What follows belongs to an exercise in optimizing a design on an open flow for small area, a short achievable clock period and few clock cycles per item; a production flow would make more cautious choices.
Only simulation tests tie the RTL to the original design; equivalence was not proved.
Power is estimated from default activity; no workload was simulated.

== rev 12 ==
Design execute_stage, start of the top module:
module execute_stage #(
    parameter int XLEN = ex_stage_pkg::XLEN_DEFAULT
) (
    input  logic                   clk,
    input  logic                   reset,
    input  logic                   execute_enable,
    input  logic                   flush,
    input  ex_stage_pkg::instr_t   instruction,
    input  logic [XLEN-1:0]        pc,
    input  logic [XLEN-1:0]        reg_a,
    input  logic [XLEN-1:0]        reg_b,
    input  rv_isa_pkg::opcode_t    op_code,
    input  rv_isa_pkg::alu_op_t    alu_op,
    input  logic                   word_op,
    input  logic [XLEN-1:0]        immed,
    input  rv_isa_pkg::jump_cond_t jump_if,
    input  logic                   jump_absolute,
    output logic [XLEN-1:0]        alu_data_out,
    output logic [XLEN-1:0]        jump_pc,
    output logic                   jump_taken,
    output logic                   execute_done
);
For scale: ~3400 cells after synthesis, about 130 flip-flops, roughly 440 I/O pins, roughly 20000 um2 of cells after synthesis.
Settings: LEC_CHECK=0, ABC_AREA=1, CAP_MARGIN=40, CORE_MARGIN=2, CORE_UTILIZATION=22, SETUP_SLACK_MARGIN=3.7, SLEW_MARGIN=30; clock period 9.0 ns.
standard.sh (not shown) runs the stock make flow with config.mk's settings and CLKGATE_MAP_FILE= SYNTH_SCRIPT=/design/flow/synth_recipe.tcl, a recipe that flattens the netlist after the stock synthesis.
==> flow/flow/run.sh <==
#!/bin/bash
# Standard layout, with the smallest buffer on the ports instead of the tool's pick.
set -euo pipefail
export BUFFER_PORTS_ARGS="-buffer_cell sky130_fd_sc_hd__buf_1"
bash standard.sh > standard.log 2>&1
Testbench counts of rev 12, summed over its fixed seeds: cycles 3,208, items 3,200.
Edits applied to the flow inputs when going from rev 12 to rev 13:
-- flow/config.mk --
<<< rev 12, line 9
export CAP_MARGIN = 40
export CORE_MARGIN = 2
export CORE_UTILIZATION = 22
export SETUP_SLACK_MARGIN = 3.7
export SLEW_MARGIN = 30
>>> rev 13, line 9
export CAP_MARGIN = 40
export CORE_MARGIN = 2
export CORE_UTILIZATION = 30
export PLACE_DENSITY = 0.9
export SETUP_SLACK_MARGIN = 3.7
export SLEW_MARGIN = 30
==> summary.txt <==
Relative to rev 12, time the final worst path needs with I/O delays and setup increased by 0.080 ns in rev 13.
Taking rev 12 as the reference, in rev 13 worst setup slack lower; placeable core region lower; total buffers and inverters traversed by the critical path higher.

---

Starting RTL as in the previous note.
==> flow/config.mk <==
export PLATFORM = sky130hd
export DESIGN_NAME = execute_stage
export DESIGN_NICKNAME = execute_stage
export VERILOG_FILES = /design/flow/design.v
export SDC_FILE = /design/flow/constraint.sdc
export NUM_CORES = 4
export LEC_CHECK = 0
export ABC_AREA = 1
export CAP_MARGIN = 40
export CORE_MARGIN = 2
export CORE_UTILIZATION = 30
export SETUP_SLACK_MARGIN = 4
export SLEW_MARGIN = 30
==> flow/constraint.sdc <==
create_clock -name core_clock -period 9.0 [get_ports {clk}]
set_input_delay 1.8000 -clock core_clock [delete_from_list [all_inputs] [get_ports {clk}]]
set_output_delay 1.8000 -clock core_clock [all_outputs]
set_load 0.01 [all_outputs]
==> flow/flow/run.sh <==
#!/bin/bash
# Standard layout, with the smallest buffer on the ports instead of the tool's
# pick, and power recovery (downsizing cells off the critical paths) after
# global routing.
set -euo pipefail
export BUFFER_PORTS_ARGS="-buffer_cell sky130_fd_sc_hd__buf_1"
export RECOVER_POWER=100
bash standard.sh > standard.log 2>&1
The starting point completed and failed the layout checks on max-capacitance violations, max-slew violations.
Testbench counts at the start, summed over its fixed seeds: cycles 3,208, items 3,200.
Then changed:
==> flow/flow/run.sh (replaced) <==
#!/bin/bash
# Standard layout, with the smallest buffer on the ports instead of the tool's pick.
set -euo pipefail
export BUFFER_PORTS_ARGS="-buffer_cell sky130_fd_sc_hd__buf_1"
bash standard.sh > standard.log 2>&1
- CAP_MARGIN: 40 -> 20
- SLEW_MARGIN: 30 -> 20
The changed run finished with timing, DRC and antenna clean.
Total power drops slightly.
Design area goes up slightly.
Final cell count barely changes.
Critical path depth shrinks by 4.
Area after synthesis is unchanged.
Die area does not change.
Fmax grows by well over a third.
Wire length goes up slightly.
Clock-buffer cell count is unchanged.
First-iteration DRC count shrinks by a few percent.
Then changed:
- CAP_MARGIN: 20 -> 40
- SLEW_MARGIN: 20 -> 30
The changed run completed without violations.
Combinational power came out higher slightly.
Utilization came out higher by 0.22 points.
Via count is about the same.
Worst setup slack gets better by 0.0032 ns.
Cell area came out higher slightly.
Hold slack gets better by 0.010 ns.
Then changed:
- PLACE_DENSITY: unset -> 0.75
- SETUP_SLACK_MARGIN: 4 -> 3.55
The new run completed with no timing, DRC or antenna violations.
Global-route usage came out lower by 1.3 points.
Design area came out lower by about 8%.
Total power came out lower by about 6%.
Worst setup slack gets worse by 0.35 ns.
Clock power came out higher by about 0.8%.
Sequential power came out higher by about 0.5%.
Combinational power came out lower by about 11%.
Utilization came out lower by 3.1 points.
Routed wire length came out lower by about 3.7%.

---

Setup of v3:
Starting RTL as in the previous note.
// execute_stage
module execute_stage #(
    parameter int XLEN = ex_stage_pkg::XLEN_DEFAULT
) (
    input  logic                   clk,
    input  logic                   reset,
    input  logic                   execute_enable,
    input  logic                   flush,
    input  ex_stage_pkg::instr_t   instruction,
    input  logic [XLEN-1:0]        pc,
    input  logic [XLEN-1:0]        reg_a,
    input  logic [XLEN-1:0]        reg_b,
    input  rv_isa_pkg::opcode_t    op_code,
    input  rv_isa_pkg::alu_op_t    alu_op,
    input  logic                   word_op,
    input  logic [XLEN-1:0]        immed,
    input  rv_isa_pkg::jump_cond_t jump_if,
    input  logic                   jump_absolute,
    output logic [XLEN-1:0]        alu_data_out,
    output logic [XLEN-1:0]        jump_pc,
    output logic                   jump_taken,
    output logic                   execute_done
);
clock: 9.0 ns
lec_check: 0
abc_area: 1
cap_margin: 40
core_margin: 2
core_utilization: 40
setup_slack_margin: 4
slew_margin: 30
==> flow/flow/run.sh <==
#!/bin/bash
# Standard layout, with the smallest buffer on the ports instead of the tool's pick.
set -euo pipefail
export BUFFER_PORTS_ARGS="-buffer_cell sky130_fd_sc_hd__buf_1"
bash standard.sh > standard.log 2>&1
Every stage of the flow completed for v3, and the final layout passed the timing, DRC and antenna checks.
Testbench counts of v3, summed over its fixed seeds: cycles 3,208, items 3,200.
> inputs changed (v3 -> v13)
- SETUP_SLACK_MARGIN: 4 -> 3.7
- CORE_UTILIZATION: 40 -> 30
- TNS_END_PERCENT: unset -> 10
Findings:
Higher fraction of the cycle the final worst path needs goes to v13 over v3. Maximum frequency ended up 1.9% lower on v13 than on v3. On v13: time the final worst path needs with I/O delays and setup is 0.10 ns higher than what v3 gave. v3 -> v13: internal power decreased by a few percent.
Here is what was changed in the inputs of v20 compared with v13.
- removing TNS_END_PERCENT (formerly 10)
- changing SETUP_SLACK_MARGIN from 3.7 to 4
==> flow/flow/run.sh <==
#!/bin/bash
# Standard layout, with the smallest buffer on the ports instead of the tool's
# pick, and timing repair left to the global-route stage (skipped after CTS).
set -euo pipefail
export BUFFER_PORTS_ARGS="-buffer_cell sky130_fd_sc_hd__buf_1"
export SKIP_CTS_REPAIR_TIMING=1
bash standard.sh > standard.log 2>&1
Results
- The uppermost layer routed comes out met4 in one run and met5 in the other, namely in v20 and v13 respectively.
- The final period utilization of v20 falls short of that of v13 by 2.4 points.
- [diff] shortest period the worst path allows, v20 relative to v13: improvement
- Summary of v20 over v13: tightest slew margin relative to the limit moved up, cell count moved up.
- A critical path startpoint of op_code[4] is what v13 shows, while op_code[3] belongs to v20.
> inputs changed (v20 -> v54)
- swapping 4 for 3.3 in SETUP_SLACK_MARGIN
==> flow/flow/run.sh <==
#!/bin/bash
# Standard layout, with the smallest buffer on the ports instead of the tool's pick.
set -euo pipefail
export BUFFER_PORTS_ARGS="-buffer_cell sky130_fd_sc_hd__buf_1"
bash standard.sh > standard.log 2>&1
Findings:
Going from v20 to v54, net switching component of the power shrinks by 6.3%.
Looking at slew at the pin with the worst max-slew slack across v20 and v54, the one that comes out lower is v20.
Of v54 and v20, it is v54 that has the higher time the final worst path needs with I/O delays and setup.
The origin of the worst setup path comes out op_code[3] in one run and op_code[4] in the other, namely in v20 and v54 respectively.
Hold slack in v54 is 0.017 ns below v20.

---

execute_stage again, from the RTL that the note above started with.
clock: 9.0 ns
lec_check: 0
abc_area: 1
cap_margin: 40
core_margin: 2
core_utilization: 30
gpl_routability_driven: 0
place_density: 0.75
setup_slack_margin: 3.7
slew_margin: 30
==> flow/flow/run.sh <==
#!/bin/bash
# Standard layout, with the smallest buffer on the ports instead of the tool's pick.
set -euo pipefail
export BUFFER_PORTS_ARGS="-buffer_cell sky130_fd_sc_hd__buf_1"
bash standard.sh > standard.log 2>&1
Testbench counts at the start, summed over its fixed seeds: cycles 3,208, items 3,200.
Edit:
--- a/flow/config.mk
+++ b/flow/config.mk
@@ -10,5 +10,4 @@
 export CORE_MARGIN = 2
 export CORE_UTILIZATION = 30
-export GPL_ROUTABILITY_DRIVEN = 0
 export PLACE_DENSITY = 0.75
 export SETUP_SLACK_MARGIN = 3.7
The changed run produced a clean layout.
Core utilization came out higher by 0.10 points.
Maximum frequency climbs by 1.1%.
Flip-flop and latch count stays the same.
Worst setup slack gets better by 0.057 ns.

==> static timing again, ports no longer ideal <==
No port has a modelled driver above. Below, the same layouts with a new extraction and two added sets of constraints. Step 1 assumes that a clkbuf_16 drives the clock port and a buf_2 every other input. Step 2 adds t to the input delays and takes it off the output delays; t is the mean of the earliest and latest rising clock arrival at the registers after step 1. Input paths then give back, and output paths get back, about the clock's delay inside the block. a / b / c = ideal / step 1 / step 2; a / b = the first two.
run | t (ns) | setup WS [ns] | worst setup path after step 2 | worst data-port slew with drivers (ns) | pins driven straight from the clock port
rev 12 | 0.565 | 3.744 / 3.768 / 3.203 | input to register | 0.14 | 1
rev 13 | 0.550 | 3.663 / 3.683 / 3.133 | input to register | 0.15 | 1
the first run of note 2 | 0.567 | 1.864 / 1.873 / 1.307 | input to register | 0.17 | 1
the second run of note 2 | 0.575 | 3.861 / 3.894 / 3.319 | input to register | 0.19 | 1
the third run of note 2 | 0.565 | 3.864 / 3.861 / 3.296 | input to register | 0.19 | 1
the fourth run of note 2 | 0.569 | 3.515 / 3.539 / 2.970 | input to register | 0.09 | 1
v3 | 0.568 | 3.762 / 3.800 / 3.232 | input to register | 0.18 | 1
v13 | 0.557 | 3.659 / 3.705 / 3.148 | input to register | 0.22 | 1
v20 | 0.565 | 3.873 / 3.873 / 3.308 | input to register | 0.19 | 1
v54 | 0.568 | 3.424 / 3.464 / 2.896 | input to register | 0.09 | 1
the first run of note 4 | 0.557 | 3.656 / 3.689 / 3.131 | input to register | 0.09 | 1
the second run of note 4 | 0.560 | 3.713 / 3.743 / 3.183 | input to register | 0.11 | 1
For the third run of note 2, which loses most, drivers alone change the setup slack by -0.003 ns; drivers and shift together by -0.568 ns.
